This design comes from an exercise in tuning for small area on the open sky130 flow, not from production work.
Only simulation tests tie the RTL to the original design; equivalence was not proved.
No activity file was given, so power comes from the tool's default toggle rates.

## driver_top
module driver_top (
  input  logic        clock,
  input  logic        reset_i,
  input  logic        sclk_i,
  input  logic        mosi_i,
  input  logic        ss_n_i,
  input  logic        control_trigger_i,
  input  logic        latch_data_i,
  output logic [19:0] driver_io_o,
  output logic [19:0] driver_oeb_o,
  output logic        update_cycle_complete_o
);
For scale: about 48 I/O pins, ~28,000 sq um of cells after synthesis.
clock: 4.0 ns
lec_check: 0
cap_margin: 20
core_margin: 2
core_utilization: 70
slew_margin: 20
synth_hierarchical: 1
buffer_ports_args: -buffer_cell sky130_fd_sc_hd__buf_1
cts_args: -sink_clustering_enable -repair_clock_nets -sink_clustering_size 30 -sink_clustering_max_diameter 60 -buf_list sky130_fd_sc_hd__clkbuf_16 -dont_use_dummy_load
standard.sh (not shown) runs the stock make flow with config.mk's settings and CLKGATE_MAP_FILE= SYNTH_SCRIPT=/design/flow/synth_recipe.tcl, a recipe that flattens the netlist after the stock synthesis.
==> flow/flow/run.sh <==
#!/bin/bash
set -e
cat >> config.mk <<'EOF'
export BUFFER_PORTS_ARGS = -buffer_cell sky130_fd_sc_hd__buf_1
export CTS_ARGS = -sink_clustering_enable -repair_clock_nets -sink_clustering_size 30 -sink_clustering_max_diameter 60 -buf_list sky130_fd_sc_hd__clkbuf_16 -dont_use_dummy_load
EOF
bash standard.sh > standard.log 2>&1
Then changed:
--- a/flow/design.v
+++ b/flow/design.v
@@ -35,74 +35,74 @@
     else         trig_s <= trig_m;
   end
   logic sclk_rise, frame_end, trig_rise, latch_rise;
   assign sclk_rise  = sclk_s & ~sclk_prev;
   assign frame_end  = ss_n_s & ~ss_n_prev;
   assign trig_rise  = trig_s & ~trig_prev;
   assign latch_rise = latch_s & ~latch_prev;
   logic [5:0] bit_cnt;
   logic [7:0] c_oi;
-  logic [5:0] c_addr, c_dat;
+  logic [5:0] c_x;
+  logic [1:0] c_d;
   logic [3:0] c_opc, c_idx;
   always_ff @(posedge clock) begin
     if (reset_i || ss_n_s) begin
       bit_cnt <= '0;
     end else if (sclk_rise && bit_cnt != 6'd63) begin
       bit_cnt <= bit_cnt + 1'b1;
     end
   end
   always_ff @(posedge clock) begin
     if (sclk_rise) begin
       if (bit_cnt[5:3] == 3'b000)
         c_oi <= {c_oi[6:0], mosi_s};
-      if (bit_cnt[5:3] == 3'b001 && (bit_cnt[2] || bit_cnt[1]))
-        c_addr <= {c_addr[4:0], mosi_s};
-      if (bit_cnt[5:3] == 3'b011 && (bit_cnt[2] || bit_cnt[1]))
-        c_dat <= {c_dat[4:0], mosi_s};
+      if ((bit_cnt[5:3] == 3'b001 || (bit_cnt[5:3] == 3'b011 && c_opc == 4'd3)) &&
+          (bit_cnt[2] || bit_cnt[1]))
+        c_x <= {c_x[4:0], mosi_s};
+      if (bit_cnt[5:1] == 5'b01111)
+        c_d <= {c_d[0], mosi_s};
     end
   end
   assign c_opc = c_oi[7:4];
   assign c_idx = c_oi[3:0];
   localparam logic [1:0] T_NONE = 2'd0, T_WR = 2'd1, T_INV = 2'd2, T_LEN = 2'd3;
   logic       w_valid;
   logic [1:0] w_typ;
   logic [3:0] w_idx;
   logic [5:0] w_x;
   logic [1:0] w_dat;
   logic       take;
   logic       word_in;
   logic       c_idx_ok;
   logic [1:0] c_typ;
-  logic [5:0] c_lm1;
   assign word_in  = frame_end && !w_valid && bit_cnt == 6'd32;
   assign c_idx_ok = c_idx < 4'd10;
-  assign c_lm1    = (c_dat == 6'd0 || c_dat > 6'd48) ? 6'd47 : c_dat - 1'b1;
   always_comb begin
     c_typ = T_NONE;
-    if (c_opc == 4'd1 && c_idx_ok && c_addr < 6'd48) c_typ = T_WR;
+    if (c_opc == 4'd1 && c_idx_ok && c_x < 6'd48)    c_typ = T_WR;
     if (c_opc == 4'd2 && c_idx_ok)                   c_typ = T_INV;
     if (c_opc == 4'd3)                               c_typ = T_LEN;
   end
   always_ff @(posedge clock) begin
     if (reset_i) begin
       w_valid <= 1'b0;
     end else if (w_valid) begin
       if (take) w_valid <= 1'b0;
     end else if (word_in) begin
       w_valid <= 1'b1;
     end
   end
   always_ff @(posedge clock) begin
     if (word_in) begin
       w_typ <= c_typ;
       w_idx <= c_idx;
-      w_x   <= (c_opc == 4'd3) ? c_lm1 : c_addr;
-      w_dat <= c_dat[1:0];
+      w_x   <= c_x;
+      w_dat <= c_d;
     end
   end
   logic       clear_active;
   logic [2:0] u_hi, u_lo;
   logic       play;
   logic [5:0] pa;            
   logic [5:0] lm1;           
   logic [9:0] inv;
   assign take = w_valid & ~clear_active & ~play;
@@ -123,19 +123,19 @@
       clear_active <= 1'b1;
     end else if (u_lo == 3'd7 && u_hi == 3'd5) begin
       clear_active <= 1'b0;
     end
   end
   always_ff @(posedge clock) begin
     if (reset_i) begin
       lm1 <= 6'd47;
     end else if (take) begin
-      if (w_typ == T_LEN) lm1 <= w_x;
+      if (w_typ == T_LEN) lm1 <= (w_x == 6'd0 || w_x > 6'd48) ? 6'd47 : w_x - 1'b1;
     end
   end
   always_ff @(posedge clock) begin
     for (int g = 0; g < 10; g++) begin
       if (reset_i || (take && w_typ == T_INV && w_idx == 4'(g))) inv[g] <= w_dat[0] & ~reset_i;
     end
   end
   logic       play_nx, done_nx;
   logic [5:0] pa_nx;
Routed wire length increases by 0.48%; combinational power decreases by about 4%; final cell count decreases by about 1.1%; cell area decreases by about 0.6%; clock power increases by about 4%; non-clock buffer count decreases by 7; die area decreases by 0.67%; synthesized area decreases by about 0.7%; hold slack gets better by 0.0095 ns; sequential share of layout area hardly moves; worst setup slack gets worse by 0.038 ns; power increases by about 0.7%; clock skew increases by 0.0045 ns; synthesized cell count decreases by 1.4%.

## port drivers added, routing unchanged
Ports are ideal in the flow. The routed layouts listed here were re-timed in OpenROAD.
Step 1: set_driving_cell puts a clkbuf_16 on clock and a buf_2 on each other input, an assumption about the parent block.
Step 2 moves the port delays by t, midway between the first and last clock arrival at a register: inputs arrive t later, outputs are due t later. That takes back most of the time a late clock gives input paths.
Slacks: ideal ports / drivers / drivers and shift; pairs: ideal ports / drivers.
run | t, ns | slack for setup (ns) | worst hold slack (ns) | worst setup path at the end | worst data-port slew with drivers (ns)
the first run | 0.645 | 0.253 / 0.253 / 0.148 | 0.279 / 0.277 / 0.279 | input to register | 0.03
the second run | 0.653 | 0.215 / 0.215 / 0.215 | 0.288 / 0.253 / 0.290 | register to register | 0.03
After both steps every run listed still meets setup and hold. For the first run, which loses most, drivers alone change the setup slack by 0.000 ns; drivers and shift together by -0.105 ns.
